This design comes from an exercise in tuning for small area, a short achievable clock period and few clock cycles per item on the open sky130 flow, not from production work.
RTL that was checked went through simulation tests only; none was proved equivalent to the original.
No activity file was given, so power comes from the tool's default toggle rates.

==> flow/design.v (excerpt) <==
module bresenham_line_stepper_top #(
    parameter int COORD_BITS = 12
) (
    input  wire logic                               i_clk,
    input  wire logic                               i_rst_n,
    input  wire logic                               i_req_valid,
    output logic                                    o_req_ready,
    input  wire logic                               i_req_type,
    input  wire logic [COORD_BITS-1:0]              i_req_x_start,
    input  wire logic [COORD_BITS-1:0]              i_req_y_start,
    input  wire logic [COORD_BITS-1:0]              i_req_x_end,
    input  wire logic [COORD_BITS-1:0]              i_req_y_end,
    output logic                                    o_pix_valid,
    input  wire logic                               i_pix_ready,
    output logic                                    o_pix_pixel_valid,
    output logic [COORD_BITS-1:0]                   o_pix_pixel_x,
    output logic [COORD_BITS-1:0]                   o_pix_pixel_y,
    output logic                                    o_pix_in_image,
    output logic                                    o_pix_last_pixel,
    output logic [bls_pkg::COLOR_W-1:0]             o_pix_pixel_red,
    output logic [bls_pkg::COLOR_W-1:0]             o_pix_pixel_green,
    output logic [bls_pkg::COLOR_W-1:0]             o_pix_pixel_blue,
    input  wire logic                               i_cfg_we,
    input  wire logic [bls_pkg::CFG_IDX_W-1:0]      i_cfg_idx,
    input  wire logic [bls_pkg::CFG_DATA_W-1:0]     i_cfg_data
);
    localparam int C = COORD_BITS;
    function automatic logic [11:0] absdiff(input logic [12:0] v);
        logic [11:0] r;
        logic        any;
        any = 1'b0;
        for (int i = 0; i < 12; i++) begin
            r[i] = v[i] ^ (v[12] & any);
            any  = any | v[i];
        end
        absdiff = r;
    endfunction
    function automatic logic [11:0] incdec(input logic [11:0] a, input logic inc,
  ...
For scale: about 260 flip-flops, about 150 I/O pins.
export LEC_CHECK = 0
export CAP_MARGIN = 20
export CORE_MARGIN = 2
export CORE_UTILIZATION = 40
export CTS_BUF_LIST = sky130_fd_sc_hd__clkbuf_8
export CTS_CLUSTER_DIAMETER = 60
export CTS_CLUSTER_SIZE = 12
export SLEW_MARGIN = 20
create_clock -name core_clock -period 20.0 [get_ports {i_clk}]
standard.sh (not shown) runs the stock make flow with config.mk's settings and CLKGATE_MAP_FILE= SYNTH_SCRIPT=/design/flow/synth_recipe.tcl, a recipe that flattens the netlist after the stock synthesis.
==> flow/flow/run.sh <==
#!/bin/bash
set -e
export BUFFER_PORTS_ARGS="-buffer_cell sky130_fd_sc_hd__buf_1"
bash standard.sh > standard.log 2>&1
The first run completed without violations.
Testbench counts at the start, summed over its fixed seeds: cycles 48,523, items 48,507.
==> next run, changes <==
--- a/flow/design.v
+++ b/flow/design.v
@@ -95,25 +95,26 @@
     output logic                                    o_pix_last_pixel,
     output logic [bls_pkg::COLOR_W-1:0]             o_pix_pixel_red,
     output logic [bls_pkg::COLOR_W-1:0]             o_pix_pixel_green,
     output logic [bls_pkg::COLOR_W-1:0]             o_pix_pixel_blue,
     input  wire logic                               i_cfg_we,
     input  wire logic [bls_pkg::CFG_IDX_W-1:0]      i_cfg_idx,
     input  wire logic [bls_pkg::CFG_DATA_W-1:0]     i_cfg_data
 );
     localparam int C = COORD_BITS;
-    function automatic logic [11:0] absdiff(input logic [12:0] v);
+    function automatic logic [11:0] absdiff(input logic [12:0] v, input logic [11:0] a,
+                                            input logic [11:0] b);
         logic [11:0] r;
         logic        any;
         any = 1'b0;
         for (int i = 0; i < 12; i++) begin
             r[i] = v[i] ^ (v[12] & any);
-            any  = any | v[i];
+            any  = any | (a[i] ^ b[i]);
         end
         absdiff = r;
     endfunction
     function automatic logic [11:0] incdec(input logic [11:0] a, input logic inc,
                                            input logic dec);
         logic [11:0] r;
         logic        ci, cd;
         ci = inc;
         cd = dec;
@@ -168,18 +169,19 @@
     logic                r_l_steep;
     logic                r_l_down;
     logic [C-1:0]        r_l_n;
     logic [C-1:0]        r_l_db;
     logic [C-1:0]        r_l_dm;
     logic [C:0]          r_l_f;
     logic                r_l_fresh;
     logic                r_o_valid;
     logic                r_o_pv, r_o_npv_g, r_o_pv_b, r_o_npv_b;
+    logic                r_o_pvf, r_o_npvf, r_o_pvf_b, r_o_npvf_b;
     logic                r_o_last;
     logic                r_o_in;
     logic [C-1:0]        r_o_x, r_o_y;
     logic                r_o_ready;
     logic push, o_free, o_load, is_start, active, q_en;
     assign push     = r_q_valid && !r_l_pend;
     assign q_en     = !r_q_valid || !r_l_pend;
     assign o_free   = !r_o_valid || i_pix_ready;
     assign o_load   = o_free && (r_l_pend || push);
@@ -201,20 +203,20 @@
     logic         sx, sy;
     logic [C-1:0] adx, ady;
     logic [C:0]   diff;
     logic         s_steep;
     logic [C-1:0] s_x, s_y, s_da, s_db;
     logic         s_last, s_in;
     always_comb begin
         sx      = r_q_ex[C];
         sy      = r_q_ey[C];
-        adx     = absdiff(r_q_ex);
-        ady     = absdiff(r_q_ey);
+        adx     = absdiff(r_q_ex, r_q_x0, r_q_x1);
+        ady     = absdiff(r_q_ey, r_q_y0, r_q_y1);
         diff    = {1'b0, ady} - {1'b0, adx};
         s_steep = !diff[C];
         s_x     = s_steep ? (sy ? r_q_x1 : r_q_x0) : (sx ? r_q_x1 : r_q_x0);
         s_y     = s_steep ? (sy ? r_q_y1 : r_q_y0) : (sx ? r_q_y1 : r_q_y0);
         s_in    = s_steep ? (sy ? r_q_in1 : r_q_in0) : (sx ? r_q_in1 : r_q_in0);
         s_da    = s_steep ? ady : adx;
         s_db    = s_steep ? adx : ady;
         s_last  = (r_q_ex == '0) && (r_q_ey == '0);
     end
@@ -304,21 +306,42 @@
     always_ff @(posedge i_clk) begin
         if (!i_rst_n) begin
             r_o_pv_b  <= 1'b0;
             r_o_npv_b <= 1'b1;
         end else if (o_load) begin
             r_o_pv_b  <= o_pv_nx;
             r_o_npv_b <= !o_pv_nx;
         end
     end
+    always_ff @(posedge i_clk) begin
+        if (o_free) begin
+            r_o_pvf  <= o_pv_nx;
+            r_o_npvf <= !o_pv_nx;
+        end
+    end
+    always_ff @(posedge i_clk) begin
+        if (!i_rst_n) begin
+            r_o_pvf_b  <= 1'b0;
+            r_o_npvf_b <= 1'b1;
+        end else if (o_free) begin
+            r_o_pvf_b  <= o_pv_nx;
+            r_o_npvf_b <= !o_pv_nx;
+        end
+    end
     assign o_req_ready       = r_o_ready;
     assign o_pix_valid       = r_o_valid;
     assign o_pix_pixel_valid = r_o_pv;
     assign o_pix_pixel_x     = r_o_x;
     assign o_pix_pixel_y     = r_o_y;
     assign o_pix_in_image    = r_o_in;
     assign o_pix_last_pixel  = r_o_last;
-    assign o_pix_pixel_red   = {r_o_pv ? r_red[15:8] : 8'h00, r_o_npv_g ? 8'h00 : r_red[7:0]};
-    assign o_pix_pixel_green = {r_o_npv_g ? 8'h00 : r_green[15:8], r_o_pv_b ? r_green[7:0] : 8'h00};
-    assign o_pix_pixel_blue  = {r_o_pv_b ? r_blue[15:8] : 8'h00, r_o_npv_b ? 8'h00 : r_blue[7:0]};
+    assign o_pix_pixel_red   = {r_o_pv     ? r_red[15:10]   : 6'h00,
+                                r_o_npv_g  ? 5'h00 : r_red[9:5],
+                                r_o_pv_b   ? r_red[4:0]     : 5'h00};
+    assign o_pix_pixel_green = {r_o_npv_b  ? 6'h00 : r_green[15:10],
+                                r_o_pvf    ? r_green[9:5]   : 5'h00,
+                                r_o_npvf   ? 5'h00 : r_green[4:0]};
+    assign o_pix_pixel_blue  = {r_o_pvf_b  ? r_blue[15:10]  : 6'h00,
+                                r_o_npvf_b ? 5'h00 : r_blue[9:5],
+                                r_o_pvf    ? r_blue[4:0]    : 5'h00};
 endmodule
 `default_nettype wire
What happened: Setup slack degrades by 0.39 ns; sequential power hardly moves; clock power shrinks by about 3%; worst hold slack is better by 0.054 ns; power falls by 4.4%; via count climbs by 2.7%; first-iteration DRC count fell by 9.2%; die area grows by 3.5%; core utilization falls by 0.22 points; clock-buffer cell count rises by 3; non-clock buffer count fell by 3; cell count climbs by 1.7%.
No functional check of the RTL was part of the second run of this note.

==> afterwards: timing with drivers on the ports <==
In the flow no input, the clock included, has a driving cell. The finished layouts below were timed again as built, in two steps. Step 1: set_driving_cell puts a clkbuf_16 on i_clk and a buf_2 on each other input, an assumption about the parent block. Step 2 moves the port delays by t, midway between the first and last clock arrival at a register: inputs arrive t later, outputs are due t later. That takes back most of the time a late clock gives input paths. Three values: ideal, step 1, step 2; two values: the first two.
run	t, ns	setup slack, ns	worst setup path after step 2
the first run	0.695	14.124 / 14.124 / 13.553	input to register
the second run	0.643	13.731 / 13.731 / 13.536	input to register
After both steps every run listed still meets setup and hold. For the first run, which loses most, drivers alone change the setup slack by 0.000 ns; drivers and shift together by -0.571 ns.
